This design comes from an exercise in tuning for small area and a short achievable clock period on the open sky130 flow, not from production work. No functional check of the RTL was part of any run shown here. Power is estimated from default activity; no workload was simulated.

$ cat flow/config.mk
export PLATFORM = sky130hd
export DESIGN_NAME = core_top
export DESIGN_NICKNAME = core_top
export VERILOG_FILES = /design/flow/design.v
export SDC_FILE = /design/flow/constraint.sdc
export NUM_CORES = 4
export LEC_CHECK = 0
export CAP_MARGIN = 20
export CORE_MARGIN = 2
export CORE_UTILIZATION = 40
export SLEW_MARGIN = 20
$ cat flow/constraint.sdc
create_clock -name core_clock -period 18.0 [get_ports {clk_74a}]
set_input_delay 3.6000 -clock core_clock [delete_from_list [all_inputs] [get_ports {clk_74a}]]
set_output_delay 3.6000 -clock core_clock [all_outputs]
set_load 0.01 [all_outputs]
$ cat flow/design.v
package core_pkg;
  localparam int chan_w   = 8;
  localparam int rgb_w    = 24;
  localparam int bridge_w = 32;
  localparam int rtc_w    = 65;
  localparam logic [bridge_w-1:0] addr_reset_pulse   = 32'h0000_0050;
  localparam logic [bridge_w-1:0] addr_deadzone      = 32'h0000_010C;
  localparam logic [bridge_w-1:0] addr_square_pixels = 32'h0000_0200;
  localparam logic [bridge_w-1:0] addr_color_corr    = 32'h0000_0208;
  localparam logic [chan_w-1:0] stick_center = 8'd128;
  localparam logic [chan_w-1:0] percent_full = 8'd100;
  localparam logic [9:0] gain_r = 10'd234;
  localparam logic [9:0] gain_g = 10'd258;
  localparam logic [9:0] gain_b = 10'd304;
  typedef struct packed {
    logic [chan_w-1:0] r;
    logic [chan_w-1:0] g;
    logic [chan_w-1:0] b;
  } pixel_view_t;
  typedef struct packed {
    logic [8:0]  pad_hi;
    logic        slot_interlace_odd;
    logic        slot_square;
    logic [12:0] pad_lo;
  } slot_view_t;
  typedef union packed {
    pixel_view_t pixel;
    slot_view_t  slot;
  } video_word_u;
endpackage
module core_settings_regs #(
  parameter int reset_pulse_cycles = 1048576
) (
  input  logic                          clk_74a,
  input  logic                          pll_core_locked,
  input  logic                          bridge_wr,
  input  logic [core_pkg::bridge_w-1:0] bridge_addr,
  input  logic [core_pkg::bridge_w-1:0] bridge_wr_data,
  output logic                          core_reset,
  output logic [core_pkg::chan_w-1:0]   deadzone,
  output logic [core_pkg::chan_w-1:0]   strength,
  output logic                          square_pixels
);
  localparam logic [20:0] pulse_start = 21'h000001;
  localparam logic [20:0] pulse_last  = 21'h1ffc00;
  logic [20:0] pulse_lfsr;
  always_ff @(posedge clk_74a or negedge pll_core_locked) begin
    if (!pll_core_locked) begin
      pulse_lfsr <= '0;
    end else if (bridge_wr && bridge_addr == core_pkg::addr_reset_pulse) begin
      pulse_lfsr <= pulse_start;
    end else if (pulse_lfsr == pulse_last) begin
      pulse_lfsr <= '0;
    end else begin
      pulse_lfsr <= {pulse_lfsr[19:0], pulse_lfsr[20] ^ pulse_lfsr[18]};
    end
  end
  assign core_reset = !pll_core_locked || (pulse_lfsr != '0);
  logic [2:0] strength_g;
  logic [7:0] strength_raw;
  logic [7:0] strength_next;
  always_comb begin
    case (bridge_wr_data[6:0])
      7'd0: strength_g = 3'd0;
      7'd1: strength_g = 3'd0;
      7'd2: strength_g = 3'd0;
      7'd3: strength_g = 3'd0;
      7'd4: strength_g = 3'd0;
      7'd5: strength_g = 3'd0;
      7'd6: strength_g = 3'd0;
      7'd7: strength_g = 3'd0;
      7'd8: strength_g = 3'd0;
      7'd9: strength_g = 3'd0;
      7'd10: strength_g = 3'd0;
      7'd11: strength_g = 3'd1;
      7'd12: strength_g = 3'd0;
      7'd13: strength_g = 3'd1;
      7'd14: strength_g = 3'd0;
      7'd15: strength_g = 3'd1;
      7'd16: strength_g = 3'd0;
      7'd17: strength_g = 3'd1;
      7'd18: strength_g = 3'd0;
      7'd19: strength_g = 3'd1;
      7'd20: strength_g = 3'd1;
      7'd21: strength_g = 3'd1;
      7'd22: strength_g = 3'd1;
      7'd23: strength_g = 3'd1;
      7'd24: strength_g = 3'd1;
      7'd25: strength_g = 3'd1;
      7'd26: strength_g = 3'd1;
      7'd27: strength_g = 3'd1;
      7'd28: strength_g = 3'd1;
      7'd29: strength_g = 3'd1;
      7'd30: strength_g = 3'd1;
      7'd31: strength_g = 3'd2;
      7'd32: strength_g = 3'd1;
      7'd33: strength_g = 3'd2;
      7'd34: strength_g = 3'd1;
      7'd35: strength_g = 3'd2;
      7'd36: strength_g = 3'd1;
      7'd37: strength_g = 3'd2;
      7'd38: strength_g = 3'd1;
      7'd39: strength_g = 3'd2;
      7'd40: strength_g = 3'd2;
      7'd41: strength_g = 3'd2;
      7'd42: strength_g = 3'd2;
      7'd43: strength_g = 3'd2;
      7'd44: strength_g = 3'd2;
      7'd45: strength_g = 3'd2;
      7'd46: strength_g = 3'd2;
      7'd47: strength_g = 3'd2;
      7'd48: strength_g = 3'd2;
      7'd49: strength_g = 3'd2;
      7'd50: strength_g = 3'd2;
      7'd51: strength_g = 3'd3;
      7'd52: strength_g = 3'd2;
      7'd53: strength_g = 3'd3;
      7'd54: strength_g = 3'd2;
      7'd55: strength_g = 3'd3;
      7'd56: strength_g = 3'd2;
      7'd57: strength_g = 3'd3;
      7'd58: strength_g = 3'd2;
      7'd59: strength_g = 3'd3;
      7'd60: strength_g = 3'd3;
      7'd61: strength_g = 3'd3;
      7'd62: strength_g = 3'd3;
      7'd63: strength_g = 3'd3;
      7'd64: strength_g = 3'd3;
      7'd65: strength_g = 3'd3;
      7'd66: strength_g = 3'd3;
      7'd67: strength_g = 3'd3;
      7'd68: strength_g = 3'd3;
      7'd69: strength_g = 3'd3;
      7'd70: strength_g = 3'd3;
      7'd71: strength_g = 3'd4;
      7'd72: strength_g = 3'd3;
      7'd73: strength_g = 3'd4;
      7'd74: strength_g = 3'd3;
      7'd75: strength_g = 3'd4;
      7'd76: strength_g = 3'd3;
      7'd77: strength_g = 3'd4;
      7'd78: strength_g = 3'd3;
      7'd79: strength_g = 3'd4;
      7'd80: strength_g = 3'd4;
      7'd81: strength_g = 3'd4;
      7'd82: strength_g = 3'd4;
      7'd83: strength_g = 3'd4;
      7'd84: strength_g = 3'd4;
      7'd85: strength_g = 3'd4;
      7'd86: strength_g = 3'd4;
      7'd87: strength_g = 3'd4;
      7'd88: strength_g = 3'd4;
      7'd89: strength_g = 3'd4;
      7'd90: strength_g = 3'd4;
      7'd91: strength_g = 3'd5;
      7'd92: strength_g = 3'd4;
      7'd93: strength_g = 3'd5;
      7'd94: strength_g = 3'd4;
      7'd95: strength_g = 3'd5;
      7'd96: strength_g = 3'd4;
      7'd97: strength_g = 3'd5;
      7'd98: strength_g = 3'd4;
      7'd99: strength_g = 3'd5;
      7'd100: strength_g = 3'd5;
      7'd101: strength_g = 3'd5;
      7'd102: strength_g = 3'd5;
      7'd103: strength_g = 3'd5;
      7'd104: strength_g = 3'd5;
      7'd105: strength_g = 3'd5;
      7'd106: strength_g = 3'd5;
      7'd107: strength_g = 3'd5;
      7'd108: strength_g = 3'd5;
      7'd109: strength_g = 3'd5;
      7'd110: strength_g = 3'd5;
      7'd111: strength_g = 3'd6;
      7'd112: strength_g = 3'd5;
      7'd113: strength_g = 3'd6;
      7'd114: strength_g = 3'd5;
      7'd115: strength_g = 3'd6;
      7'd116: strength_g = 3'd5;
      7'd117: strength_g = 3'd6;
      7'd118: strength_g = 3'd5;
      7'd119: strength_g = 3'd6;
      7'd120: strength_g = 3'd6;
      7'd121: strength_g = 3'd6;
      7'd122: strength_g = 3'd6;
      7'd123: strength_g = 3'd6;
      7'd124: strength_g = 3'd6;
      7'd125: strength_g = 3'd6;
      7'd126: strength_g = 3'd6;
      7'd127: strength_g = 3'd6;
    endcase
  end
  assign strength_raw  = {bridge_wr_data[6:0], 1'b0} + {2'b0, bridge_wr_data[6:1]} + {5'b0, strength_g};
  assign strength_next = strength_raw | {8{bridge_wr_data[7:0] >= 8'd100}};
  always_ff @(posedge clk_74a or negedge pll_core_locked) begin
    if (!pll_core_locked) begin
      deadzone      <= '0;
      strength      <= '0;
      square_pixels <= 1'b0;
    end else if (bridge_wr) begin
      case (bridge_addr)
        core_pkg::addr_deadzone: begin
          deadzone <= bridge_wr_data[core_pkg::chan_w-1:0];
        end
        core_pkg::addr_color_corr: begin
          strength <= strength_next;
        end
        core_pkg::addr_square_pixels: begin
          square_pixels <= bridge_wr_data[0];
        end
        default: begin
        end
      endcase
    end
  end
endmodule
module stick_deadzone (
  input  logic                        clk_74a,
  input  logic                        pll_core_locked,
  input  logic [core_pkg::chan_w-1:0] joy_x,
  input  logic [core_pkg::chan_w-1:0] joy_y,
  input  logic [core_pkg::chan_w-1:0] deadzone,
  output logic [core_pkg::chan_w-1:0] stick_x,
  output logic [core_pkg::chan_w-1:0] stick_y
);
  logic [6:0] ux;
  logic [6:0] uy;
  logic [7:0] sum_s;
  logic [7:0] sum_c;
  logic [8:0] total;
  logic       ny;
  logic       outside;
  assign ux = joy_x[6:0] ^ {7{~joy_x[7]}};
  assign uy = joy_y[6:0] ^ {7{~joy_y[7]}};
  assign sum_s = {~deadzone[7], ux ^ uy ^ ~deadzone[6:0]};
  assign sum_c = {(ux & uy) | (ux & ~deadzone[6:0]) | (uy & ~deadzone[6:0]), ~joy_x[7]};
  assign ny    = ~joy_y[7];
  assign total = 9'(sum_s) + 9'(sum_c) + 9'(ny);
  assign outside = total[8];
  always_ff @(posedge clk_74a or negedge pll_core_locked) begin
    if (!pll_core_locked) begin
      stick_x <= core_pkg::stick_center;
      stick_y <= core_pkg::stick_center;
    end else begin
      stick_x <= outside ? joy_x : core_pkg::stick_center;
      stick_y <= outside ? joy_y : core_pkg::stick_center;
    end
  end
endmodule
module color_correct (
  input  logic                        clk_74a,
  input  logic                        pll_core_locked,
  input  logic [core_pkg::rgb_w-1:0]  rgb_in,
  input  logic                        de_in,
  input  logic                        vs_in,
  input  logic [core_pkg::chan_w-1:0] snap_index,
  input  logic [core_pkg::chan_w-1:0] strength,
  input  logic                        square_pixels,
  output core_pkg::video_word_u       video_rgb,
  output logic                        video_de
);
  logic                  prev_vs;
  logic                  snap_even;
  logic [7:0]            out_g;
  core_pkg::video_word_u pix_word;
  core_pkg::video_word_u slot_word;
  cc_rb i_rb (
    .cr (rgb_in[23:16]),
    .cb (rgb_in[7:0]),
    .s  (strength),
    .or_(pix_word.pixel.r),
    .ob (pix_word.pixel.b)
  );
  assign out_g            = rgb_in[15:8] - 8'((rgb_in[15] ? strength : 8'd0) < rgb_in[15:8]);
  assign pix_word.pixel.g = out_g;
  always_comb begin
    slot_word.slot.pad_hi             = '0;
    slot_word.slot.slot_interlace_odd = snap_even;
    slot_word.slot.slot_square        = square_pixels;
    slot_word.slot.pad_lo             = '0;
  end
  always_ff @(posedge clk_74a or negedge pll_core_locked) begin
    if (!pll_core_locked) begin
      prev_vs   <= 1'b0;
      snap_even <= 1'b1;
      video_de  <= 1'b0;
      video_rgb <= '0;
    end else begin
      prev_vs  <= vs_in;
      video_de <= de_in;
      if (vs_in && !prev_vs) begin
        snap_even <= ~snap_index[0];
      end
      if (de_in) begin
        video_rgb <= pix_word;
      end else if (video_de) begin
        video_rgb <= slot_word;
      end
    end
  end
endmodule
module cc_rb (
  input  logic [7:0] cr,
  input  logic [7:0] cb,
  input  logic [7:0] s,
  output logic [7:0] or_,
  output logic [7:0] ob
);
  logic [1:0] r_f;
  always_comb begin
    case (cr[6:0])
      7'd0: r_f = 2'd0;
      7'd1: r_f = 2'd1;
      7'd2: r_f = 2'd1;
      7'd3: r_f = 2'd1;
      7'd4: r_f = 2'd1;
      7'd5: r_f = 2'd1;
      7'd6: r_f = 2'd1;
      7'd7: r_f = 2'd1;
      7'd8: r_f = 2'd1;
      7'd9: r_f = 2'd1;
      7'd10: r_f = 2'd1;
      7'd11: r_f = 2'd1;
      7'd12: r_f = 2'd2;
      7'd13: r_f = 2'd2;
      7'd14: r_f = 2'd2;
      7'd15: r_f = 2'd2;
      7'd16: r_f = 2'd1;
      7'd17: r_f = 2'd1;
      7'd18: r_f = 2'd1;
      7'd19: r_f = 2'd1;
      7'd20: r_f = 2'd1;
      7'd21: r_f = 2'd1;
      7'd22: r_f = 2'd1;
      7'd23: r_f = 2'd1;
      7'd24: r_f = 2'd2;
      7'd25: r_f = 2'd2;
      7'd26: r_f = 2'd2;
      7'd27: r_f = 2'd2;
      7'd28: r_f = 2'd2;
      7'd29: r_f = 2'd2;
      7'd30: r_f = 2'd2;
      7'd31: r_f = 2'd2;
      7'd32: r_f = 2'd1;
      7'd33: r_f = 2'd1;
      7'd34: r_f = 2'd1;
      7'd35: r_f = 2'd2;
      7'd36: r_f = 2'd2;
      7'd37: r_f = 2'd2;
      7'd38: r_f = 2'd2;
      7'd39: r_f = 2'd2;
      7'd40: r_f = 2'd2;
      7'd41: r_f = 2'd2;
      7'd42: r_f = 2'd2;
      7'd43: r_f = 2'd2;
      7'd44: r_f = 2'd2;
      7'd45: r_f = 2'd2;
      7'd46: r_f = 2'd2;
      7'd47: r_f = 2'd3;
      7'd48: r_f = 2'd2;
      7'd49: r_f = 2'd2;
      7'd50: r_f = 2'd2;
      7'd51: r_f = 2'd2;
      7'd52: r_f = 2'd2;
      7'd53: r_f = 2'd2;
      7'd54: r_f = 2'd2;
      7'd55: r_f = 2'd2;
      7'd56: r_f = 2'd2;
      7'd57: r_f = 2'd2;
      7'd58: r_f = 2'd2;
      7'd59: r_f = 2'd3;
      7'd60: r_f = 2'd3;
      7'd61: r_f = 2'd3;
      7'd62: r_f = 2'd3;
      7'd63: r_f = 2'd3;
      7'd64: r_f = 2'd1;
      7'd65: r_f = 2'd1;
      7'd66: r_f = 2'd1;
      7'd67: r_f = 2'd1;
      7'd68: r_f = 2'd1;
      7'd69: r_f = 2'd1;
      7'd70: r_f = 2'd2;
      7'd71: r_f = 2'd2;
      7'd72: r_f = 2'd2;
      7'd73: r_f = 2'd2;
      7'd74: r_f = 2'd2;
      7'd75: r_f = 2'd2;
      7'd76: r_f = 2'd2;
      7'd77: r_f = 2'd2;
      7'd78: r_f = 2'd2;
      7'd79: r_f = 2'd2;
      7'd80: r_f = 2'd1;
      7'd81: r_f = 2'd1;
      7'd82: r_f = 2'd2;
      7'd83: r_f = 2'd2;
      7'd84: r_f = 2'd2;
      7'd85: r_f = 2'd2;
      7'd86: r_f = 2'd2;
      7'd87: r_f = 2'd2;
      7'd88: r_f = 2'd2;
      7'd89: r_f = 2'd2;
      7'd90: r_f = 2'd2;
      7'd91: r_f = 2'd2;
      7'd92: r_f = 2'd2;
      7'd93: r_f = 2'd2;
      7'd94: r_f = 2'd3;
      7'd95: r_f = 2'd3;
      7'd96: r_f = 2'd2;
      7'd97: r_f = 2'd2;
      7'd98: r_f = 2'd2;
      7'd99: r_f = 2'd2;
      7'd100: r_f = 2'd2;
      7'd101: r_f = 2'd2;
      7'd102: r_f = 2'd2;
      7'd103: r_f = 2'd2;
      7'd104: r_f = 2'd2;
      7'd105: r_f = 2'd3;
      7'd106: r_f = 2'd3;
      7'd107: r_f = 2'd3;
      7'd108: r_f = 2'd3;
      7'd109: r_f = 2'd3;
      7'd110: r_f = 2'd3;
      7'd111: r_f = 2'd3;
      7'd112: r_f = 2'd2;
      7'd113: r_f = 2'd2;
      7'd114: r_f = 2'd2;
      7'd115: r_f = 2'd2;
      7'd116: r_f = 2'd2;
      7'd117: r_f = 2'd3;
      7'd118: r_f = 2'd3;
      7'd119: r_f = 2'd3;
      7'd120: r_f = 2'd3;
      7'd121: r_f = 2'd3;
      7'd122: r_f = 2'd3;
      7'd123: r_f = 2'd3;
      7'd124: r_f = 2'd3;
      7'd125: r_f = 2'd3;
      7'd126: r_f = 2'd3;
      7'd127: r_f = 2'd3;
      default: r_f = 2'd0;
    endcase
  end
  logic [1:0] b_h;
  always_comb begin
    case (cb[3:0])
      4'd0: b_h = 2'd0;
      4'd1: b_h = 2'd0;
      4'd2: b_h = 2'd0;
      4'd3: b_h = 2'd0;
      4'd4: b_h = 2'd0;
      4'd5: b_h = 2'd0;
      4'd6: b_h = 2'd1;
      4'd7: b_h = 2'd1;
      4'd8: b_h = 2'd1;
      4'd9: b_h = 2'd1;
      4'd10: b_h = 2'd1;
      4'd11: b_h = 2'd2;
      4'd12: b_h = 2'd2;
      4'd13: b_h = 2'd2;
      4'd14: b_h = 2'd2;
      4'd15: b_h = 2'd2;
      default: b_h = 2'd0;
    endcase
  end
  wire m_0 = s[0] ^ 1'b0;
  wire m_1 = s[0] & 1'b0;
  wire m_2 = s[1] ^ s[0] ^ m_1;
  wire m_3 = (s[1] & s[0]) | (s[1] & m_1) | (s[0] & m_1);
  wire m_4 = s[2] ^ s[1] ^ m_3;
  wire m_5 = (s[2] & s[1]) | (s[2] & m_3) | (s[1] & m_3);
  wire m_6 = s[3] ^ s[2] ^ m_5;
  wire m_7 = (s[3] & s[2]) | (s[3] & m_5) | (s[2] & m_5);
  wire m_8 = s[4] ^ s[3] ^ m_7;
  wire m_9 = (s[4] & s[3]) | (s[4] & m_7) | (s[3] & m_7);
  wire m_10 = s[5] ^ s[4] ^ m_9;
  wire m_11 = (s[5] & s[4]) | (s[5] & m_9) | (s[4] & m_9);
  wire m_12 = s[6] ^ s[5] ^ m_11;
  wire m_13 = (s[6] & s[5]) | (s[6] & m_11) | (s[5] & m_11);
  wire m_14 = s[7] ^ s[6] ^ m_13;
  wire m_15 = (s[7] & s[6]) | (s[7] & m_13) | (s[6] & m_13);
  wire m_16 = s[7] ^ m_15;
  wire m_17 = s[7] & m_15;
  wire m_18 = m_0 ^ 1'b0;
  wire m_19 = m_0 & 1'b0;
  wire m_20 = m_2 ^ 1'b0 ^ m_19;
  wire m_21 = (m_2 & 1'b0) | (m_2 & m_19) | (1'b0 & m_19);
  wire m_22 = m_4 ^ 1'b0 ^ m_21;
  wire m_23 = (m_4 & 1'b0) | (m_4 & m_21) | (1'b0 & m_21);
  wire m_24 = m_6 ^ s[0] ^ m_23;
  wire m_25 = (m_6 & s[0]) | (m_6 & m_23) | (s[0] & m_23);
  wire m_26 = m_8 ^ s[1] ^ m_25;
  wire m_27 = (m_8 & s[1]) | (m_8 & m_25) | (s[1] & m_25);
  wire m_28 = m_10 ^ s[2] ^ m_27;
  wire m_29 = (m_10 & s[2]) | (m_10 & m_27) | (s[2] & m_27);
  wire m_30 = m_12 ^ s[3] ^ m_29;
  wire m_31 = (m_12 & s[3]) | (m_12 & m_29) | (s[3] & m_29);
  wire m_32 = m_14 ^ s[4] ^ m_31;
  wire m_33 = (m_14 & s[4]) | (m_14 & m_31) | (s[4] & m_31);
  wire m_34 = m_16 ^ s[5] ^ m_33;
  wire m_35 = (m_16 & s[5]) | (m_16 & m_33) | (s[5] & m_33);
  wire m_36 = m_17 ^ s[6] ^ m_35;
  wire m_37 = (m_17 & s[6]) | (m_17 & m_35) | (s[6] & m_35);
  wire m_38 = s[7] ^ m_37;
  wire m_39 = s[7] & m_37;
  wire m_40 = s[0] ^ 1'b0;
  wire m_41 = s[0] & 1'b0;
  wire m_42 = s[1] ^ 1'b0 ^ m_41;
  wire m_43 = (s[1] & 1'b0) | (s[1] & m_41) | (1'b0 & m_41);
  wire m_44 = s[2] ^ s[0] ^ m_43;
  wire m_45 = (s[2] & s[0]) | (s[2] & m_43) | (s[0] & m_43);
  wire m_46 = s[3] ^ s[1] ^ m_45;
  wire m_47 = (s[3] & s[1]) | (s[3] & m_45) | (s[1] & m_45);
  wire m_48 = s[4] ^ s[2] ^ m_47;
  wire m_49 = (s[4] & s[2]) | (s[4] & m_47) | (s[2] & m_47);
  wire m_50 = s[5] ^ s[3] ^ m_49;
  wire m_51 = (s[5] & s[3]) | (s[5] & m_49) | (s[3] & m_49);
  wire m_52 = s[6] ^ s[4] ^ m_51;
  wire m_53 = (s[6] & s[4]) | (s[6] & m_51) | (s[4] & m_51);
  wire m_54 = s[7] ^ s[5] ^ m_53;
  wire m_55 = (s[7] & s[5]) | (s[7] & m_53) | (s[5] & m_53);
  wire m_56 = s[6] ^ m_55;
  wire m_57 = s[6] & m_55;
  wire m_58 = s[7] ^ m_57;
  wire m_59 = s[7] & m_57;
  wire r_0 = ~cr[1] ^ ~(m_20 & cr[7]);
  wire r_1 = ~cr[1] & ~(m_20 & cr[7]);
  wire r_2 = ~cr[2] ^ ~(m_22 & cr[7]) ^ ~(m_44 & cr[6]);
  wire r_3 = (~cr[2] & ~(m_22 & cr[7])) | (~cr[2] & ~(m_44 & cr[6])) | (~(m_22 & cr[7]) & ~(m_44 & cr[6]));
  wire r_4 = ~cr[3] ^ ~(m_24 & cr[7]) ^ ~(m_46 & cr[6]);
  wire r_5 = (~cr[3] & ~(m_24 & cr[7])) | (~cr[3] & ~(m_46 & cr[6])) | (~(m_24 & cr[7]) & ~(m_46 & cr[6]));
  wire r_6 = ~(s[2] & cr[5]) ^ ~(s[3] & cr[4]);
  wire r_7 = ~(s[2] & cr[5]) & ~(s[3] & cr[4]);
  wire r_8 = ~cr[4] ^ ~(m_26 & cr[7]) ^ ~(m_48 & cr[6]);
  wire r_9 = (~cr[4] & ~(m_26 & cr[7])) | (~cr[4] & ~(m_48 & cr[6])) | (~(m_26 & cr[7]) & ~(m_48 & cr[6]));
  wire r_10 = ~(s[3] & cr[5]) ^ ~(s[4] & cr[4]);
  wire r_11 = ~(s[3] & cr[5]) & ~(s[4] & cr[4]);
  wire r_12 = ~cr[5] ^ ~(m_28 & cr[7]) ^ ~(m_50 & cr[6]);
  wire r_13 = (~cr[5] & ~(m_28 & cr[7])) | (~cr[5] & ~(m_50 & cr[6])) | (~(m_28 & cr[7]) & ~(m_50 & cr[6]));
  wire r_14 = ~(s[4] & cr[5]) ^ ~(s[5] & cr[4]);
  wire r_15 = ~(s[4] & cr[5]) & ~(s[5] & cr[4]);
  wire r_16 = ~cr[6] ^ ~(m_30 & cr[7]) ^ ~(m_52 & cr[6]);
  wire r_17 = (~cr[6] & ~(m_30 & cr[7])) | (~cr[6] & ~(m_52 & cr[6])) | (~(m_30 & cr[7]) & ~(m_52 & cr[6]));
  wire r_18 = ~(s[5] & cr[5]) ^ ~(s[6] & cr[4]);
  wire r_19 = ~(s[5] & cr[5]) & ~(s[6] & cr[4]);
  wire r_20 = ~cr[7] ^ ~(m_32 & cr[7]) ^ ~(m_54 & cr[6]);
  wire r_21 = (~cr[7] & ~(m_32 & cr[7])) | (~cr[7] & ~(m_54 & cr[6])) | (~(m_32 & cr[7]) & ~(m_54 & cr[6]));
  wire r_22 = ~(s[6] & cr[5]) ^ ~(s[7] & cr[4]);
  wire r_23 = ~(s[6] & cr[5]) & ~(s[7] & cr[4]);
  wire r_24 = cr[0] ^ ~(m_34 & cr[7]) ^ ~(m_56 & cr[6]);
  wire r_25 = (cr[0] & ~(m_34 & cr[7])) | (cr[0] & ~(m_56 & cr[6])) | (~(m_34 & cr[7]) & ~(m_56 & cr[6]));
  wire r_26 = ~cr[0] ^ ~(m_18 & cr[7]) ^ ~(m_40 & cr[6]);
  wire r_27 = (~cr[0] & ~(m_18 & cr[7])) | (~cr[0] & ~(m_40 & cr[6])) | (~(m_18 & cr[7]) & ~(m_40 & cr[6]));
  wire r_28 = r_0 ^ ~(m_42 & cr[6]) ^ ~(s[0] & cr[5]);
  wire r_29 = (r_0 & ~(m_42 & cr[6])) | (r_0 & ~(s[0] & cr[5])) | (~(m_42 & cr[6]) & ~(s[0] & cr[5]));
  wire r_30 = ~(s[1] & cr[4]) ^ ~(s[1] & r_f[0]);
  wire r_31 = ~(s[1] & cr[4]) & ~(s[1] & r_f[0]);
  wire r_32 = r_1 ^ r_2 ^ ~(s[1] & cr[5]);
  wire r_33 = (r_1 & r_2) | (r_1 & ~(s[1] & cr[5])) | (r_2 & ~(s[1] & cr[5]));
  wire r_34 = ~(s[2] & cr[4]) ^ ~(s[2] & r_f[0]) ^ ~(s[1] & r_f[1]);
  wire r_35 = (~(s[2] & cr[4]) & ~(s[2] & r_f[0])) | (~(s[2] & cr[4]) & ~(s[1] & r_f[1])) | (~(s[2] & r_f[0]) & ~(s[1] & r_f[1]));
  wire r_36 = r_3 ^ r_4 ^ r_6;
  wire r_37 = (r_3 & r_4) | (r_3 & r_6) | (r_4 & r_6);
  wire r_38 = ~(s[3] & r_f[0]) ^ ~(s[2] & r_f[1]) ^ 1'b1;
  wire r_39 = (~(s[3] & r_f[0]) & ~(s[2] & r_f[1])) | (~(s[3] & r_f[0]) & 1'b1) | (~(s[2] & r_f[1]) & 1'b1);
  wire r_40 = r_5 ^ r_7 ^ r_8;
  wire r_41 = (r_5 & r_7) | (r_5 & r_8) | (r_7 & r_8);
  wire r_42 = r_10 ^ ~(s[4] & r_f[0]) ^ ~(s[3] & r_f[1]);
  wire r_43 = (r_10 & ~(s[4] & r_f[0])) | (r_10 & ~(s[3] & r_f[1])) | (~(s[4] & r_f[0]) & ~(s[3] & r_f[1]));
  wire r_44 = r_9 ^ r_11 ^ r_12;
  wire r_45 = (r_9 & r_11) | (r_9 & r_12) | (r_11 & r_12);
  wire r_46 = r_14 ^ ~(s[5] & r_f[0]) ^ ~(s[4] & r_f[1]);
  wire r_47 = (r_14 & ~(s[5] & r_f[0])) | (r_14 & ~(s[4] & r_f[1])) | (~(s[5] & r_f[0]) & ~(s[4] & r_f[1]));
  wire r_48 = r_13 ^ r_15 ^ r_16;
  wire r_49 = (r_13 & r_15) | (r_13 & r_16) | (r_15 & r_16);
  wire r_50 = r_18 ^ ~(s[6] & r_f[0]) ^ ~(s[5] & r_f[1]);
  wire r_51 = (r_18 & ~(s[6] & r_f[0])) | (r_18 & ~(s[5] & r_f[1])) | (~(s[6] & r_f[0]) & ~(s[5] & r_f[1]));
  wire r_52 = r_17 ^ r_19 ^ r_20;
  wire r_53 = (r_17 & r_19) | (r_17 & r_20) | (r_19 & r_20);
  wire r_54 = r_22 ^ ~(s[7] & r_f[0]) ^ ~(s[6] & r_f[1]);
  wire r_55 = (r_22 & ~(s[7] & r_f[0])) | (r_22 & ~(s[6] & r_f[1])) | (~(s[7] & r_f[0]) & ~(s[6] & r_f[1]));
  wire r_56 = r_21 ^ r_23 ^ r_24;
  wire r_57 = (r_21 & r_23) | (r_21 & r_24) | (r_23 & r_24);
  wire r_58 = ~(s[7] & cr[5]) ^ ~(s[7] & r_f[1]) ^ 1'b1;
  wire r_59 = (~(s[7] & cr[5]) & ~(s[7] & r_f[1])) | (~(s[7] & cr[5]) & 1'b1) | (~(s[7] & r_f[1]) & 1'b1);
  wire r_60 = r_25 ^ cr[1] ^ ~(m_36 & cr[7]);
  wire r_61 = (r_25 & cr[1]) | (r_25 & ~(m_36 & cr[7])) | (cr[1] & ~(m_36 & cr[7]));
  wire r_62 = r_26 ^ ~(s[0] & cr[4]);
  wire r_63 = r_26 & ~(s[0] & cr[4]);
  wire r_64 = r_27 ^ r_28 ^ r_30;
  wire r_65 = (r_27 & r_28) | (r_27 & r_30) | (r_28 & r_30);
  wire r_66 = r_29 ^ r_31 ^ r_32;
  wire r_67 = (r_29 & r_31) | (r_29 & r_32) | (r_31 & r_32);
  wire r_68 = r_33 ^ r_35 ^ r_36;
  wire r_69 = (r_33 & r_35) | (r_33 & r_36) | (r_35 & r_36);
  wire r_70 = r_37 ^ r_39 ^ r_40;
  wire r_71 = (r_37 & r_39) | (r_37 & r_40) | (r_39 & r_40);
  wire r_72 = r_41 ^ r_43 ^ r_44;
  wire r_73 = (r_41 & r_43) | (r_41 & r_44) | (r_43 & r_44);
  wire r_74 = r_45 ^ r_47 ^ r_48;
  wire r_75 = (r_45 & r_47) | (r_45 & r_48) | (r_47 & r_48);
  wire r_76 = r_49 ^ r_51 ^ r_52;
  wire r_77 = (r_49 & r_51) | (r_49 & r_52) | (r_51 & r_52);
  wire r_78 = r_53 ^ r_55 ^ r_56;
  wire r_79 = (r_53 & r_55) | (r_53 & r_56) | (r_55 & r_56);
  wire r_80 = r_57 ^ r_59 ^ r_60;
  wire r_81 = (r_57 & r_59) | (r_57 & r_60) | (r_59 & r_60);
  wire r_82 = r_61 ^ cr[2] ^ ~(m_38 & cr[7]);
  wire r_83 = (r_61 & cr[2]) | (r_61 & ~(m_38 & cr[7])) | (cr[2] & ~(m_38 & cr[7]));
  wire r_84 = r_62 ^ ~(s[0] & r_f[0]);
  wire r_85 = r_62 & ~(s[0] & r_f[0]);
  wire r_86 = r_63 ^ r_64 ^ ~(s[0] & r_f[1]);
  wire r_87 = (r_63 & r_64) | (r_63 & ~(s[0] & r_f[1])) | (r_64 & ~(s[0] & r_f[1]));
  wire r_88 = r_65 ^ r_66 ^ r_34;
  wire r_89 = (r_65 & r_66) | (r_65 & r_34) | (r_66 & r_34);
  wire r_90 = r_67 ^ r_68 ^ r_38;
  wire r_91 = (r_67 & r_68) | (r_67 & r_38) | (r_68 & r_38);
  wire r_92 = r_69 ^ r_70 ^ r_42;
  wire r_93 = (r_69 & r_70) | (r_69 & r_42) | (r_70 & r_42);
  wire r_94 = r_71 ^ r_72 ^ r_46;
  wire r_95 = (r_71 & r_72) | (r_71 & r_46) | (r_72 & r_46);
  wire r_96 = r_73 ^ r_74 ^ r_50;
  wire r_97 = (r_73 & r_74) | (r_73 & r_50) | (r_74 & r_50);
  wire r_98 = r_75 ^ r_76 ^ r_54;
  wire r_99 = (r_75 & r_76) | (r_75 & r_54) | (r_76 & r_54);
  wire r_100 = r_77 ^ r_78 ^ r_58;
  wire r_101 = (r_77 & r_78) | (r_77 & r_58) | (r_78 & r_58);
  wire r_102 = r_79 ^ r_80 ^ ~(m_58 & cr[6]);
  wire r_103 = (r_79 & r_80) | (r_79 & ~(m_58 & cr[6])) | (r_80 & ~(m_58 & cr[6]));
  wire r_104 = r_81 ^ r_82 ^ ~(m_59 & cr[6]);
  wire r_105 = (r_81 & r_82) | (r_81 & ~(m_59 & cr[6])) | (r_82 & ~(m_59 & cr[6]));
  wire r_106 = r_83 ^ cr[3] ^ ~(m_39 & cr[7]);
  wire r_107 = (r_83 & cr[3]) | (r_83 & ~(m_39 & cr[7])) | (cr[3] & ~(m_39 & cr[7]));
  wire [15:0] r_sum = {cr[7], cr[6], cr[5], r_107, r_105, r_103, r_101, r_99, r_97, r_95, r_93, r_91, r_89, r_87, r_85, r_84} + {1'b1, 1'b1, 1'b1, cr[4], r_106, r_104, r_102, r_100, r_98, r_96, r_94, r_92, r_90, r_88, r_86, 1'b1};
  assign or_ = r_sum[15:8];
  wire b_0 = ~cb[3] ^ (m_6 & cb[4]);
  wire b_1 = ~cb[3] & (m_6 & cb[4]);
  wire b_2 = ~cb[4] ^ (m_8 & cb[4]) ^ (m_6 & cb[5]);
  wire b_3 = (~cb[4] & (m_8 & cb[4])) | (~cb[4] & (m_6 & cb[5])) | ((m_8 & cb[4]) & (m_6 & cb[5]));
  wire b_4 = ~cb[5] ^ (m_10 & cb[4]) ^ (m_8 & cb[5]);
  wire b_5 = (~cb[5] & (m_10 & cb[4])) | (~cb[5] & (m_8 & cb[5])) | ((m_10 & cb[4]) & (m_8 & cb[5]));
  wire b_6 = ~cb[6] ^ (m_12 & cb[4]) ^ (m_10 & cb[5]);
  wire b_7 = (~cb[6] & (m_12 & cb[4])) | (~cb[6] & (m_10 & cb[5])) | ((m_12 & cb[4]) & (m_10 & cb[5]));
  wire b_8 = ~cb[7] ^ (m_14 & cb[4]) ^ (m_12 & cb[5]);
  wire b_9 = (~cb[7] & (m_14 & cb[4])) | (~cb[7] & (m_12 & cb[5])) | ((m_14 & cb[4]) & (m_12 & cb[5]));
  wire b_10 = cb[0] ^ (m_16 & cb[4]) ^ (m_14 & cb[5]);
  wire b_11 = (cb[0] & (m_16 & cb[4])) | (cb[0] & (m_14 & cb[5])) | ((m_16 & cb[4]) & (m_14 & cb[5]));
  wire b_12 = cb[1] ^ (m_17 & cb[4]);
  wire b_13 = cb[1] & (m_17 & cb[4]);
  wire b_14 = ~cb[1] ^ (m_2 & cb[4]);
  wire b_15 = ~cb[1] & (m_2 & cb[4]);
  wire b_16 = ~cb[2] ^ (m_4 & cb[4]) ^ (m_2 & cb[5]);
  wire b_17 = (~cb[2] & (m_4 & cb[4])) | (~cb[2] & (m_2 & cb[5])) | ((m_4 & cb[4]) & (m_2 & cb[5]));
  wire b_18 = (m_0 & cb[6]) ^ (s[2] & b_h[0]);
  wire b_19 = (m_0 & cb[6]) & (s[2] & b_h[0]);
  wire b_20 = b_0 ^ (m_4 & cb[5]) ^ (m_2 & cb[6]);
  wire b_21 = (b_0 & (m_4 & cb[5])) | (b_0 & (m_2 & cb[6])) | ((m_4 & cb[5]) & (m_2 & cb[6]));
  wire b_22 = (m_0 & cb[7]) ^ (s[3] & b_h[0]) ^ (s[2] & b_h[1]);
  wire b_23 = ((m_0 & cb[7]) & (s[3] & b_h[0])) | ((m_0 & cb[7]) & (s[2] & b_h[1])) | ((s[3] & b_h[0]) & (s[2] & b_h[1]));
  wire b_24 = b_1 ^ b_2 ^ (m_4 & cb[6]);
  wire b_25 = (b_1 & b_2) | (b_1 & (m_4 & cb[6])) | (b_2 & (m_4 & cb[6]));
  wire b_26 = (m_2 & cb[7]) ^ (s[4] & b_h[0]) ^ (s[3] & b_h[1]);
  wire b_27 = ((m_2 & cb[7]) & (s[4] & b_h[0])) | ((m_2 & cb[7]) & (s[3] & b_h[1])) | ((s[4] & b_h[0]) & (s[3] & b_h[1]));
  wire b_28 = b_3 ^ b_4 ^ (m_6 & cb[6]);
  wire b_29 = (b_3 & b_4) | (b_3 & (m_6 & cb[6])) | (b_4 & (m_6 & cb[6]));
  wire b_30 = (m_4 & cb[7]) ^ (s[5] & b_h[0]) ^ (s[4] & b_h[1]);
  wire b_31 = ((m_4 & cb[7]) & (s[5] & b_h[0])) | ((m_4 & cb[7]) & (s[4] & b_h[1])) | ((s[5] & b_h[0]) & (s[4] & b_h[1]));
  wire b_32 = b_5 ^ b_6 ^ (m_8 & cb[6]);
  wire b_33 = (b_5 & b_6) | (b_5 & (m_8 & cb[6])) | (b_6 & (m_8 & cb[6]));
  wire b_34 = (m_6 & cb[7]) ^ (s[6] & b_h[0]) ^ (s[5] & b_h[1]);
  wire b_35 = ((m_6 & cb[7]) & (s[6] & b_h[0])) | ((m_6 & cb[7]) & (s[5] & b_h[1])) | ((s[6] & b_h[0]) & (s[5] & b_h[1]));
  wire b_36 = b_7 ^ b_8 ^ (m_10 & cb[6]);
  wire b_37 = (b_7 & b_8) | (b_7 & (m_10 & cb[6])) | (b_8 & (m_10 & cb[6]));
  wire b_38 = (m_8 & cb[7]) ^ (s[7] & b_h[0]) ^ (s[6] & b_h[1]);
  wire b_39 = ((m_8 & cb[7]) & (s[7] & b_h[0])) | ((m_8 & cb[7]) & (s[6] & b_h[1])) | ((s[7] & b_h[0]) & (s[6] & b_h[1]));
  wire b_40 = b_9 ^ b_10 ^ (m_12 & cb[6]);
  wire b_41 = (b_9 & b_10) | (b_9 & (m_12 & cb[6])) | (b_10 & (m_12 & cb[6]));
  wire b_42 = (m_10 & cb[7]) ^ (s[7] & b_h[1]) ^ 1'b1;
  wire b_43 = ((m_10 & cb[7]) & (s[7] & b_h[1])) | ((m_10 & cb[7]) & 1'b1) | ((s[7] & b_h[1]) & 1'b1);
  wire b_44 = b_11 ^ b_12 ^ (m_16 & cb[5]);
  wire b_45 = (b_11 & b_12) | (b_11 & (m_16 & cb[5])) | (b_12 & (m_16 & cb[5]));
  wire b_46 = (m_14 & cb[6]) ^ (m_12 & cb[7]) ^ 1'b1;
  wire b_47 = ((m_14 & cb[6]) & (m_12 & cb[7])) | ((m_14 & cb[6]) & 1'b1) | ((m_12 & cb[7]) & 1'b1);
  wire b_48 = b_13 ^ cb[2] ^ (m_17 & cb[5]);
  wire b_49 = (b_13 & cb[2]) | (b_13 & (m_17 & cb[5])) | (cb[2] & (m_17 & cb[5]));
  wire b_50 = (m_16 & cb[6]) ^ (m_14 & cb[7]) ^ 1'b1;
  wire b_51 = ((m_16 & cb[6]) & (m_14 & cb[7])) | ((m_16 & cb[6]) & 1'b1) | ((m_14 & cb[7]) & 1'b1);
  wire b_52 = cb[3] ^ (m_17 & cb[6]) ^ (m_16 & cb[7]);
  wire b_53 = (cb[3] & (m_17 & cb[6])) | (cb[3] & (m_16 & cb[7])) | ((m_17 & cb[6]) & (m_16 & cb[7]));
  wire b_54 = ~cb[0] ^ (m_0 & cb[4]);
  wire b_55 = ~cb[0] & (m_0 & cb[4]);
  wire b_56 = b_14 ^ (m_0 & cb[5]) ^ (s[1] & b_h[0]);
  wire b_57 = (b_14 & (m_0 & cb[5])) | (b_14 & (s[1] & b_h[0])) | ((m_0 & cb[5]) & (s[1] & b_h[0]));
  wire b_58 = b_15 ^ b_16 ^ b_18;
  wire b_59 = (b_15 & b_16) | (b_15 & b_18) | (b_16 & b_18);
  wire b_60 = b_17 ^ b_19 ^ b_20;
  wire b_61 = (b_17 & b_19) | (b_17 & b_20) | (b_19 & b_20);
  wire b_62 = b_21 ^ b_23 ^ b_24;
  wire b_63 = (b_21 & b_23) | (b_21 & b_24) | (b_23 & b_24);
  wire b_64 = b_25 ^ b_27 ^ b_28;
  wire b_65 = (b_25 & b_27) | (b_25 & b_28) | (b_27 & b_28);
  wire b_66 = b_29 ^ b_31 ^ b_32;
  wire b_67 = (b_29 & b_31) | (b_29 & b_32) | (b_31 & b_32);
  wire b_68 = b_33 ^ b_35 ^ b_36;
  wire b_69 = (b_33 & b_35) | (b_33 & b_36) | (b_35 & b_36);
  wire b_70 = b_37 ^ b_39 ^ b_40;
  wire b_71 = (b_37 & b_39) | (b_37 & b_40) | (b_39 & b_40);
  wire b_72 = b_41 ^ b_43 ^ b_44;
  wire b_73 = (b_41 & b_43) | (b_41 & b_44) | (b_43 & b_44);
  wire b_74 = b_45 ^ b_47 ^ b_48;
  wire b_75 = (b_45 & b_47) | (b_45 & b_48) | (b_47 & b_48);
  wire b_76 = b_49 ^ b_51 ^ b_52;
  wire b_77 = (b_49 & b_51) | (b_49 & b_52) | (b_51 & b_52);
  wire b_78 = b_53 ^ cb[4] ^ (m_17 & cb[7]);
  wire b_79 = (b_53 & cb[4]) | (b_53 & (m_17 & cb[7])) | (cb[4] & (m_17 & cb[7]));
  wire b_80 = b_54 ^ (s[0] & b_h[0]);
  wire b_81 = b_54 & (s[0] & b_h[0]);
  wire b_82 = b_55 ^ b_56 ^ (s[0] & b_h[1]);
  wire b_83 = (b_55 & b_56) | (b_55 & (s[0] & b_h[1])) | (b_56 & (s[0] & b_h[1]));
  wire b_84 = b_57 ^ b_58 ^ (s[1] & b_h[1]);
  wire b_85 = (b_57 & b_58) | (b_57 & (s[1] & b_h[1])) | (b_58 & (s[1] & b_h[1]));
  wire b_86 = b_59 ^ b_60 ^ b_22;
  wire b_87 = (b_59 & b_60) | (b_59 & b_22) | (b_60 & b_22);
  wire b_88 = b_61 ^ b_62 ^ b_26;
  wire b_89 = (b_61 & b_62) | (b_61 & b_26) | (b_62 & b_26);
  wire b_90 = b_63 ^ b_64 ^ b_30;
  wire b_91 = (b_63 & b_64) | (b_63 & b_30) | (b_64 & b_30);
  wire b_92 = b_65 ^ b_66 ^ b_34;
  wire b_93 = (b_65 & b_66) | (b_65 & b_34) | (b_66 & b_34);
  wire b_94 = b_67 ^ b_68 ^ b_38;
  wire b_95 = (b_67 & b_68) | (b_67 & b_38) | (b_68 & b_38);
  wire b_96 = b_69 ^ b_70 ^ b_42;
  wire b_97 = (b_69 & b_70) | (b_69 & b_42) | (b_70 & b_42);
  wire b_98 = b_71 ^ b_72 ^ b_46;
  wire b_99 = (b_71 & b_72) | (b_71 & b_46) | (b_72 & b_46);
  wire b_100 = b_73 ^ b_74 ^ b_50;
  wire b_101 = (b_73 & b_74) | (b_73 & b_50) | (b_74 & b_50);
  wire b_102 = b_75 ^ b_76 ^ 1'b1;
  wire b_103 = (b_75 & b_76) | (b_75 & 1'b1) | (b_76 & 1'b1);
  wire b_104 = b_77 ^ b_78 ^ 1'b1;
  wire b_105 = (b_77 & b_78) | (b_77 & 1'b1) | (b_78 & 1'b1);
  wire b_106 = b_79 ^ cb[5] ^ 1'b1;
  wire b_107 = (b_79 & cb[5]) | (b_79 & 1'b1) | (cb[5] & 1'b1);
  wire b_108 = cb[6] ^ 1'b1;
  wire b_109 = cb[6] & 1'b1;
  wire b_110 = cb[7] ^ 1'b1;
  wire b_111 = cb[7] & 1'b1;
  wire [16:0] b_sum = {b_111, b_109, b_107, b_105, b_103, b_101, b_99, b_97, b_95, b_93, b_91, b_89, b_87, b_85, b_83, b_81, b_80} + {1'b1, b_110, b_108, b_106, b_104, b_102, b_100, b_98, b_96, b_94, b_92, b_90, b_88, b_86, b_84, b_82, 1'b1};
  assign ob = b_sum[16] ? 8'd255 : b_sum[15:8];
endmodule
module rtc_packer (
  input  logic                          clk_74a,
  input  logic                          pll_core_locked,
  input  logic [core_pkg::bridge_w-1:0] rtc_date,
  input  logic [core_pkg::bridge_w-1:0] rtc_time,
  output logic [core_pkg::rtc_w-1:0]    rtc_word
);
  logic [core_pkg::bridge_w-1:0] prev_time;
  logic                          rtc_changed;
  always_ff @(posedge clk_74a or negedge pll_core_locked) begin
    if (!pll_core_locked) begin
      prev_time   <= '0;
      rtc_changed <= 1'b0;
    end else begin
      prev_time   <= rtc_time;
      rtc_changed <= rtc_changed ^ (rtc_time != prev_time);
    end
  end
  assign rtc_word = {
    rtc_changed,
    8'h00,
    8'h01,
    rtc_date[23:16],
    rtc_date[15:8],
    rtc_date[7:0],
    rtc_time[23:16],
    rtc_time[15:8],
    rtc_time[7:0]
  };
endmodule
module core_top #(
  parameter int reset_pulse_cycles = 1048576
) (
  input  logic                          clk_74a,
  input  logic                          pll_core_locked,
  input  logic [core_pkg::bridge_w-1:0] bridge_addr,
  input  logic                          bridge_wr,
  input  logic [core_pkg::bridge_w-1:0] bridge_wr_data,
  input  logic [31:0]                   cont1_joy,
  input  logic [core_pkg::bridge_w-1:0] rtc_date,
  input  logic [core_pkg::bridge_w-1:0] rtc_time,
  input  logic [core_pkg::rgb_w-1:0]    rgb_in,
  input  logic                          de_in,
  input  logic                          vs_in,
  input  logic [core_pkg::chan_w-1:0]   snap_index,
  output logic                          core_reset,
  output logic [core_pkg::chan_w-1:0]   stick_x,
  output logic [core_pkg::chan_w-1:0]   stick_y,
  output logic [23:0]                   video_rgb,
  output logic                          video_de,
  output logic [core_pkg::rtc_w-1:0]    rtc_word
);
  logic [core_pkg::chan_w-1:0] deadzone;
  logic [core_pkg::chan_w-1:0] strength;
  logic                        square_pixels;
  core_settings_regs #(
    .reset_pulse_cycles(reset_pulse_cycles)
  ) i_settings (
    .clk_74a        (clk_74a),
    .pll_core_locked(pll_core_locked),
    .bridge_wr      (bridge_wr),
    .bridge_addr    (bridge_addr),
    .bridge_wr_data (bridge_wr_data),
    .core_reset     (core_reset),
    .deadzone       (deadzone),
    .strength       (strength),
    .square_pixels  (square_pixels)
  );
  stick_deadzone i_stick (
    .clk_74a        (clk_74a),
    .pll_core_locked(pll_core_locked),
    .joy_x          (cont1_joy[7:0]),
    .joy_y          (cont1_joy[15:8]),
    .deadzone       (deadzone),
    .stick_x        (stick_x),
    .stick_y        (stick_y)
  );
  color_correct i_color (
    .clk_74a        (clk_74a),
    .pll_core_locked(pll_core_locked),
    .rgb_in         (rgb_in),
    .de_in          (de_in),
    .vs_in          (vs_in),
    .snap_index     (snap_index),
    .strength       (strength),
    .square_pixels  (square_pixels),
    .video_rgb      (video_rgb),
    .video_de       (video_de)
  );
  rtc_packer i_rtc (
    .clk_74a        (clk_74a),
    .pll_core_locked(pll_core_locked),
    .rtc_date       (rtc_date),
    .rtc_time       (rtc_time),
    .rtc_word       (rtc_word)
  );
endmodule
$ cat flow/flow/run.sh
#!/bin/bash
# The standard layout (standard.sh), with three changes to how it is made:
# - the ports get the smallest buffer (buf_1) instead of the delay buffer
#   buffer_ports picks by itself;
# - timing repair aims for 10 ns of setup slack, well beyond the 18 ns
#   constraint, so that it shortens the critical paths;
# - clock tree synthesis uses clkbuf_8 and no dummy loads.
# The constraints (constraint.sdc) and everything else are the standard flow's.
set -o pipefail
export BUFFER_PORTS_ARGS="-buffer_cell sky130_fd_sc_hd__buf_1"
export SETUP_SLACK_MARGIN=10.0
export CTS_ARGS="-sink_clustering_enable -repair_clock_nets -buf_list sky130_fd_sc_hd__clkbuf_8 -dont_use_dummy_load"
bash standard.sh 2>&1 | tee standard.log
$ cat flow/standard.sh
#!/bin/bash
# synth_recipe.tcl (not shown) runs the flow's synth.tcl, then flattens the netlist and writes it again
# the make line also repeats each setting of config.mk as NAME=value (left out here)
make -C /OpenROAD-flow-scripts/flow DESIGN_CONFIG=/design/flow/config.mk WORK_HOME=/design/flow/orfs CLKGATE_MAP_FILE= SYNTH_SCRIPT=/design/flow/synth_recipe.tcl "${@:-finish}"
==> metrics.md, run 1 <==
| Metric | Value |
|---|---|
| Horizontal extent of the die | between 150 and 200 µm |
| Total CTS buffers | 17 |
| Number of warnings printed during yosys synthesis | 5 |
| Top flip-flop cell by instance count after synthesis | sky130_fd_sc_hd__dfrtp_1 |
| Fraction of synthesized cell area taken by the top area cell type | 0.263 |
| Diode count | 0 |
| Sink Count | around 110 |
| Per-cell routed wire length | 15.2 µm |
| Pleak | between 0.005 and 0.006 µW |
| Longest Clk Path Bufs | 2 |
| Hold-fix buffers, CTS | 0 |
| Worst Path Required | between 10 and 15 ns |
| Final Slew Violations | 0 |
| Accumulated negative setup slack | 0 ns |
| Period utilisation layout | 0.441 |
| Clock latency on the worst-skew pair | between 0.4 and 0.5 ns |
| Netlist Area Pre-Place | 0.0106 mm² |
| List of cells traversed by the critical path | clkbuf_16, nor4b_2, nand4b_1, buf_1 |
| Critical R2R Capture | i_color.video_rgb[22] |
| Fraction of the core area covered by cells at the end of the flow | 0.444 |
| Via count | 7900 |
| Share of synthesized area occupied by flip-flops and latches | 0.271 |
| Post-synthesis cell type with the largest combined area | sky130_fd_sc_hd__dfrtp_1 |
| Final worst path period need | approximately 8 ns |
| Crit path max-delay cell type | sky130_fd_sc_hd__nor4b_2 |
| Drt initial violations | approximately 290 |
| Compound-Gate Fraction of Synth Area | 0.0971 |
| Data arrival time of the critical path | 4.33 ns |
| RSZ-0062 raised after global routing | no |
| Area of the core | approximately 0.026 mm² |
| Commonest non-fill, non-tap cell in the layout | sky130_fd_sc_hd__buf_1 |
| Initial cell density of the core | 0.406 |
| Grt ovf | 0 |
| RePlAce Congestion | 0.824 |
| Post-detailed-placement cell area | 0.0111 mm² |
| Family with the most delay on the worst path | simple AND/OR/NAND/NOR gates |
| Setup skew after layout | between 0.02 and 0.03 ns |
| Number of failing setup endpoints in the final timing report | 0 |
| CP max stage delay | 0.21 ns |
| Synth Instances | 1106 |
| Fin Hold WS | between 0.4 and 0.5 ns |
| Leading cell types in the layout, fill and taps excluded | sky130_fd_sc_hd__buf_1, sky130_fd_sc_hd__nand2_1, sky130_fd_sc_hd__inv_1 |
| Wire length of the first global-routing pass | about 40000 µm |
| Maximum number of pins on one net before global-route repair | 46 |
| Clock Root Buffer | sky130_fd_sc_hd__clkbuf_8 |
| Sum of net half-perimeters after detailed placement | roughly 19000 µm |
| Last element of the critical path | core_reset |
| Launch instance of the worst register-to-register path | i_settings.strength[1] |
| Class of the tightest hold or removal check | reg2reg |
| Peak clock frequency supported by timing | approximately 130 MHz |
| Post-layout worst setup margin | about 10 ns |
| Adder and majority cell fraction of the synthesized area | 0.307 |
| Number of nets at the end of the flow | 1637 |
| Count of state elements after synthesis | approximately 110 |
| Number of buffers added on ports | 184 |
| Pwr/cell area | just over 70 mW/mm² |
| Count of boundary I/O pins | 304 |
| Xor-xnor portion of the synthesized cell area | 0.0638 |
| Signed area change from the synthesized netlist to the final layout | 9.39% |
| Simple-gate portion of the synthesized area | 0.153 |
| Clock-pin transition on the worst setup and hold timing paths | 0.05 ns |
| Setup slack, reg-to-reg | between 10 and 15 ns |
| Kind of critical path | in2out |
| Reg2reg path depth | 25 |
| Count of max-cap constraint violations | 0 |
| Via-to-Cell Ratio | between 5 and 6 |
| Total wire length | 24000 µm |
| Remaining design rule violation count | 0 |
| Leading cell types by total area after synthesis | sky130_fd_sc_hd__dfrtp_1, sky130_fd_sc_hd__fa_1, sky130_fd_sc_hd__ha_1 |
| Cell row count | a little under 60 |
| Count of cell types in the netlist | 70 |
| Count of flip-flops with a built-in enable after synthesis | 0 |
| Number of optimization iterations in the first detailed-route pass | 5 |
| Critical path startpoint | pll_core_locked |
| Startpoint kind of the worst setup timing path | input pin |
| Die Y | between 150 and 200 µm |
| Remaining antenna violation count | 0 |
| CTS tree | built |
| Syn_area_per_cell | ~9.5 µm² |
| Highest net fanout along the worst path | 18 |
| Instance count on the critical path | 4 |
| Initial antenna violation count | 0 |
| Kind of capture point of the worst setup path | output port |
| Mux cell area share after synthesis | 0.00498 |
| Final number of hold-violating endpoints | 0 |
| Main combinational cell family by area after synthesis | adder cells |
| Proportion of layout cells with a drive suffix above 1 | 0.0644 |
| Result of the run | finished clean |
| Worst slew slack as a fraction of its limit | 0.348 |
| Post-placement setup slack | between 9 and 10 ns |
| Overall track demand over capacity in global routing | 0.178 |
| Via count of the first global-routing pass | roughly 8200 |
| Transition time of the tightest slew-check pin | 0.976 ns |
| Synth async-reset ratio | 1.00 |
| Area of all placed cells without fillers | 0.0115 mm² |
| Die Area | between 0.02 and 0.03 mm² |
| Fill cell total of the finished layout | between 2000 and 3000 |
| H-tree levels | 4 |
| Worst voltage drop across the vdd grid | approximately 0.038 mV |
| WP buf/inv | 2 |
[kinds of logic after synthesis]
| family | Yosys count |
|---|---|
| simple gates | 337 |
| buf+inv | 217 |
| fa+ha+maj | 196 |
| compound gates | 160 |
| flops | 114 |
| xor+xnor | 76 |
| mux | 4 |
| other cells | 2 |
[cell usage after synthesis (all sizes together) (5+ instances only)]
| library cell | n |
|---|---|
| a211oi | 5 |
| a21o | 12 |
| a21oi | 28 |
| a31oi | 6 |
| and2 | 39 |
| buf | 73 |
| clkbuf | 21 |
| dfrtp | 111 |
| fa | 106 |
| ha | 89 |
| inv | 122 |
| nand2 | 123 |
| nand2b | 9 |
| nand3 | 12 |
| nand4 | 12 |
| nor2 | 77 |
| nor2b | 14 |
| nor3 | 14 |
| nor4 | 21 |
| o21a | 10 |
| o21ai | 60 |
| o22ai | 5 |
| xnor2 | 38 |
| xor2 | 38 |
[worst min path at each step]
stage	from	endpoint	slack (ns)	cells past startpoint
6_report	i_rtc.rtc_changed	i_rtc.rtc_changed	0.47	1
5_1_grt	i_settings.pulse_lfsr[4]	i_settings.pulse_lfsr[5]	0.50	1
4_1_cts	i_rtc.rtc_changed	i_rtc.rtc_changed	0.47	1
3_5_place_dp	i_color.video_rgb[3]	i_color.video_rgb[3]	0.46	2
3_3_place_gp	i_color.video_rgb[3]	i_color.video_rgb[3]	0.45	2
2_1_floorplan	i_rtc.rtc_changed	i_rtc.rtc_changed	0.45	1
[per-stage QoR]
stage	std cells	power (µW)
global placement	1549	645
global route	1578	900
finish	1578	822
CTS	1572	829
detailed placement	1549	651
floorplan	1120	560
[cell type report]
class                           count  area [µm²]  area share
Inverter                          123         465      0.0403
Timing Repair Buffer              200         852      0.0738
Tap cell                          335         419      0.0363
Multi-Input combinational cell    789        6720       0.582
Sequential cell                   114        2860       0.248
Clock buffer                       17         234      0.0203
[what timing repair did]
action                     CTS  global route
resized for setup           11            24
pin swaps                    0             5
setup endpoints to repair    7            15
hold endpoints to repair     0             0
cloned                       0             1
buffers inserted             6             5
[metal layers]
layer,wire length (µm),track usage,vias to the layer above
li1,-,-,3807
met4,306,0.0424,0
met3,1230,0.0340,26
met5,0,0,-
met1,10700,0.236,3879
met2,11700,0.303,188
[worst register-to-register path: stages (launching register included)]
cell and delay [ns]:
sky130_fd_sc_hd__dfrtp_2 0.43, sky130_fd_sc_hd__ha_2 0.21, sky130_fd_sc_hd__nor2_1 0.07, sky130_fd_sc_hd__o21a_1 0.20, sky130_fd_sc_hd__fa_2 0.37, sky130_fd_sc_hd__fa_2 0.40, sky130_fd_sc_hd__fa_2 0.58, sky130_fd_sc_hd__inv_1 0.11
sky130_fd_sc_hd__fa_2 0.41, sky130_fd_sc_hd__fa_2 0.37, sky130_fd_sc_hd__fa_1 0.52, sky130_fd_sc_hd__nand2_1 0.08, sky130_fd_sc_hd__fa_1 0.52, sky130_fd_sc_hd__inv_1 0.05, sky130_fd_sc_hd__fa_1 0.46, sky130_fd_sc_hd__fa_1 0.49
sky130_fd_sc_hd__inv_1 0.05, sky130_fd_sc_hd__fa_1 0.55, sky130_fd_sc_hd__ha_4 0.23, sky130_fd_sc_hd__o211a_1 0.25, sky130_fd_sc_hd__o2111ai_1 0.10, sky130_fd_sc_hd__nor2b_1 0.09, sky130_fd_sc_hd__o41a_1 0.50, sky130_fd_sc_hd__nor3_2 0.23
sky130_fd_sc_hd__xnor2_1 0.19, sky130_fd_sc_hd__o21ai_1 0.08
[sequential cells by signal (all words and copies together) (netlist names), 8 cells and up]
signal / flops
i_stick.stick_x: 8
i_color.video_rgb: 24
i_settings.strength: 8
i_stick.stick_y: 8
i_settings.deadzone: 8
i_settings.pulse_lfsr: 21
i_rtc.prev_time: 32
[where the power goes]
group / total, µW / internal (µW) / switching [µW] / leakage, µW
clock: 169 / 82.7 / 86.2 / 0.000122
combinational: 367 / 155 / 212 / 0.00381
sequential: 286 / 276 / 9.78 / 0.00139
total: 822 / 514 / 308 / 0.00532
==> run 2: changes to the inputs <==
==> flow/flow/run.sh (replaced) <==
#!/bin/bash
# The standard layout (standard.sh), with these changes to how it is made:
# - the ports get the smallest buffer (buf_1) instead of the delay buffer
#   buffer_ports picks by itself;
# - after global placement, the gate that makes core_reset gets its own
#   buffer on pll_core_locked (clone_reset_buf.tcl), apart from the reset tree;
# - timing repair aims for 10 ns of setup slack, well beyond the 18 ns
#   constraint, so that it shortens the critical paths;
# - clock tree synthesis uses clkbuf_8 and no dummy loads.
# The constraints (constraint.sdc) and everything else are the standard flow's.
set -eo pipefail
export BUFFER_PORTS_ARGS="-buffer_cell sky130_fd_sc_hd__buf_1"
export SETUP_SLACK_MARGIN=10.0
export CTS_ARGS="-sink_clustering_enable -repair_clock_nets -buf_list sky130_fd_sc_hd__clkbuf_8 -dont_use_dummy_load"
RES=$PWD/orfs/results/sky130hd/core_top/base
bash standard.sh $RES/3_3_place_gp.odb 2>&1 | tee standard_1.log
CLONE_ODB=$RES/3_3_place_gp.odb openroad -no_init -exit flow/clone_reset_buf.tcl 2>&1 | tee clone.log
bash standard.sh 2>&1 | tee standard_2.log
==> flow/flow/clone_reset_buf.tcl (new file) <==
# Give the core_reset gate its own input buffer on pll_core_locked, so that
# the combinational pll_core_locked -> core_reset path does not wait on the
# buffer that also drives the registers' reset tree.
set odb_file $::env(CLONE_ODB)
read_db $odb_file
set block [ord::get_db_block]
set db [ord::get_db]
set pnet [$block findNet pll_core_locked]
set inbuf ""
foreach it [$pnet getITerms] {
  if {[$it isInputSignal]} { set inbuf [$it getInst] }
}
if {$inbuf eq ""} { puts "clone: no input buffer found"; exit 0 }
set bnet [[$inbuf findITerm X] getNet]
# core_reset port -> output buffer -> gate
set onet [$block findNet core_reset]
set obuf ""
foreach it [$onet getITerms] { if {[$it isOutputSignal]} { set obuf [$it getInst] } }
set gnet [[$obuf findITerm A] getNet]
proc driver_inst {net} {
  foreach it [$net getITerms] { if {[$it isOutputSignal]} { return [$it getInst] } }
  return ""
}
# search the fan-in cone of core_reset (a few gates deep) for the input pin
# fed by the pll_core_locked input buffer, directly or through buffers
proc on_inbuf {net bnet} {
  for {set k 0} {$k < 4} {incr k} {
    if {[$net getName] eq [$bnet getName]} { return 1 }
    set d [driver_inst $net]
    if {$d eq "" || ![string match "*buf*" [[$d getMaster] getName]]} { return 0 }
    set net [[$d findITerm A] getNet]
  }
  return 0
}
set gpin ""
set frontier [list $gnet]
for {set lvl 0} {$lvl < 4 && $gpin eq ""} {incr lvl} {
  set next {}
  foreach net $frontier {
    set g [driver_inst $net]
    if {$g eq ""} { continue }
    foreach it [$g getITerms] {
      if {![$it isInputSignal] || [$it getNet] eq "NULL"} { continue }
      if {[on_inbuf [$it getNet] $bnet]} { set gpin $it; set gate $g; break }
      lappend next [$it getNet]
    }
    if {$gpin ne ""} { break }
  }
  set frontier $next
}
if {$gpin eq ""} { puts "clone: core_reset gate not on the input buffer net"; exit 0 }
puts "clone: input buffer [$inbuf getName], output buffer [$obuf getName], gate [$gate getName] pin [[$gpin getMTerm] getName]"
set m [$db findMaster sky130_fd_sc_hd__buf_1]
set ni [odb::dbInst_create $block $m "core_reset_pll_buf"]
set nn [odb::dbNet_create $block "core_reset_pll_net"]
[$ni findITerm A] connect $pnet
[$ni findITerm X] connect $nn
$gpin disconnect
$gpin connect $nn
foreach t [$ni getITerms] { set n [$t getMTerm]; if {[$n getSigType] eq "POWER"} { $t connect [$block findNet VDD] } ; if {[$n getSigType] eq "GROUND"} { $t connect [$block findNet VSS] } }
set loc [$gate getLocation]
$ni setLocation [lindex $loc 0] [lindex $loc 1]
$ni setPlacementStatus PLACED
write_db $odb_file
==> run 2 against run 1 <==
  * Hold slack improved by 0.0012 ns
  * Power shrank 0.49%
  * Clock skew decreased by 0.0029 ns
  * Synthesized area did not move
  * Critical endpoint unchanged
  * Largest power group unchanged
==> metrics.md, run 2 <==
| Metric | Value |
|---|---|
| Class of the tightest hold or removal check | reg2reg |
| Cell row count | 59 |
| Number of cells on the worst hold path | 1 |
| Diode count | 0 |
| Hold EP | i_rtc.rtc_changed |
| Post-placement setup slack | 9.17 ns |
| Combinational Power Share | 0.448 |
| Setup slack, reg-to-reg | about 10 ns |
| Family with the most delay on the worst path | simple AND/OR/NAND/NOR gates |
| Horizontal extent of the die | approximately 170 µm |
| Remaining antenna violation count | 0 |
| Commonest non-fill, non-tap cell in the layout | sky130_fd_sc_hd__buf_1 |
| Most used standard cell by instance count after synthesis | sky130_fd_sc_hd__nand2_1 |
| Post-detailed-placement cell area | 0.0111 mm² |
| Area of the core | approximately 0.026 mm² |
| Switching Power | 305 µW |
| Count of state elements after synthesis | between 100 and 150 |
| H-tree levels | 4 |
| Final number of hold-violating endpoints | 0 |
| Via count of the first global-routing pass | 8084 |
| Die Area | approximately 0.028 mm² |
| Result of the run | finished clean |
| Number of warnings printed during yosys synthesis | 5 |
| Total CTS buffers | 17 |
| Remaining design rule violation count | 0 |
| Clock group share of total power | 0.203 |
| Leading cell types by total area after synthesis | sky130_fd_sc_hd__dfrtp_1, sky130_fd_sc_hd__fa_1, sky130_fd_sc_hd__ha_1 |
| Via count | about 7800 |
| CTS tree | built |
| Final Slew Violations | 0 |
| Proportion of layout cells with a drive suffix above 1 | 0.0619 |
| Kind of capture point of the worst setup path | output port |
| Setup skew after layout | 0.0270 ns |
| Drt initial violations | between 200 and 300 |
| Pwr/cell area | 71.0 mW/mm² |
| Grt ovf | 0 |
| Transition time of the tightest slew-check pin | ~0.98 ns |
| WP buf/inv | 2 |
| Startpoint kind of the worst setup timing path | input pin |
| Longest Clk Path Bufs | 2 |
| Signed area change from the synthesized netlist to the final layout | 9.15% |
| Pleak | ~0.0053 µW |
| Leading cell types in the layout, fill and taps excluded | sky130_fd_sc_hd__buf_1, sky130_fd_sc_hd__nand2_1, sky130_fd_sc_hd__inv_1 |
| Synth async-reset ratio | 1.00 |
| Overall track demand over capacity in global routing | 0.177 |
| Via-to-Cell Ratio | between 4 and 5 |
| CP max stage delay | approximately 0.27 ns |
| Clock Root Buffer | sky130_fd_sc_hd__clkbuf_8 |
| Count of flip-flops with a built-in enable after synthesis | 0 |
| Total wire length | roughly 24000 µm |
| Per-cell routed wire length | roughly 15 µm |
| Worst voltage drop across the vdd grid | between 0.04 and 0.05 mV |
| Internal power of the cells | 513 µW |
| Initial antenna violation count | 1 |
| Synth Instances | between 1000 and 1500 |
| Post-synthesis cell type with the largest combined area | sky130_fd_sc_hd__dfrtp_1 |
| Worst hold path startpoint | i_rtc.rtc_changed |
| Number of buffers added on ports | 184 |
| Fraction of the core area covered by cells at the end of the flow | 0.443 |
| Count of cell types in the netlist | 70 |
| Most instantiated cells after synthesis | sky130_fd_sc_hd__nand2_1, sky130_fd_sc_hd__inv_1, sky130_fd_sc_hd__dfrtp_1, sky130_fd_sc_hd__fa_1, sky130_fd_sc_hd__ha_1 |
| Die Y | 166 µm |
| Initial cell density of the core | 0.406 |
| Count of boundary I/O pins | 304 |
| List of cells traversed by the critical path | buf_1, nor4b_1, nand4b_1, buf_1 |
| Sum of net half-perimeters after detailed placement | 19200 µm |
| Data arrival time of the critical path | 4.28 ns |
| Number of optimization iterations in the first detailed-route pass | 6 |
| Period utilisation layout | 0.438 |
| Number of flip-flops under the largest register name | 32 |
| Clock latency on the worst-skew pair | between 0.4 and 0.5 ns |
## run 2: power by group through the flow
| stage | Sequential [µW] | Clock, µW | Combinational [µW] |
|---|---|---|---|
| finish | 286 | 166 | 366 |
| global placement | 290 | 0 | 355 |
| floorplan | 296 | 0 | 264 |
| global route | 288 | 185 | 423 |
| detailed placement | 290 | 0 | 361 |
| CTS | 286 | 175 | 364 |
## run 2: stage by stage
stage	power (µW)	instances	hold slack, ns
floorplan	560	1120	0.448
global placement	645	1549	0.453
detailed placement	651	1550	0.465
CTS	825	1574	0.475
global route	896	1579	0.501
finish	818	1579	0.476
## run 2: worst max path at each step
stage               slack, ns                    from  depth (start not counted)                    end
global placement         9.23              rgb_in[20]                         21  i_color.video_rgb[22]
detailed placement       9.17              rgb_in[20]                         21  i_color.video_rgb[22]
floorplan               10.18              rgb_in[17]                         20  i_color.video_rgb[19]
finish                  10.12         pll_core_locked                          4             core_reset
global route             9.96  i_settings.strength[1]                         25  i_color.video_rgb[22]
CTS                     10.00              rgb_in[18]                         21  i_color.video_rgb[22]
## run 2: layer usage
metal | vias up | global-route usage | wire [µm]
met5 | - | 0 | 13
met4 | 2 | 0.0424 | 330
met3 | 28 | 0.0413 | 1360
met2 | 173 | 0.299 | 11600
met1 | 3815 | 0.231 | 10300
li1 | 3809 | - | -
## run 2: timing repair
item                       in CTS  in global routing
setup endpoints to repair       6                 12
setup buffers                   7                  5
pin swaps                       0                  5
cloned                          0                  0
resized for setup               9                 21
hold buffers                    0                  0
## run 2: logic make-up (layout without fill, tap and decap cells)
group,after synthesis,after routing,share of synthesized area
other,2,16,0.000711
AO/OA/AOI/OAI,160,160,0.0971
multiplexers,4,4,0.00498
flip-flops,114,114,0.271
adder cells (fa/ha/maj),196,196,0.307
AND/OR/NAND/NOR,337,337,0.153
buffers and inverters,217,341,0.103
XOR/XNOR,76,76,0.0638
## run 2: worst reg2reg max path: cells and delay by family (launching register included)
family / cells / cell delay, ns
buffers and inverters: 3 / 0.17
adder cells (fa/ha/maj): 12 / 5.20
flip-flops: 1 / 0.43
AO/OA/AOI/OAI: 5 / 1.20
AND/OR/NAND/NOR: 5 / 0.67
## run 2: layout make-up
cell class              count  area [µm²]
repair buffers            200         830
multi-input cells         789        6710
plain buffers               1        3.75
well taps                 335         419
flip-flops and latches    114        2860
clock buffers              17         234
fillers                  2605       14500
inverters                 123         465

Re-timed with assumed drivers on the ports (clkbuf_16 on the clock, buf_2 on other inputs), run 2 has 10.018 ns of setup slack against 10.118 ns with ideal ports, and 9.860 ns once port delays also move by the mid clock arrival of 0.444 ns.
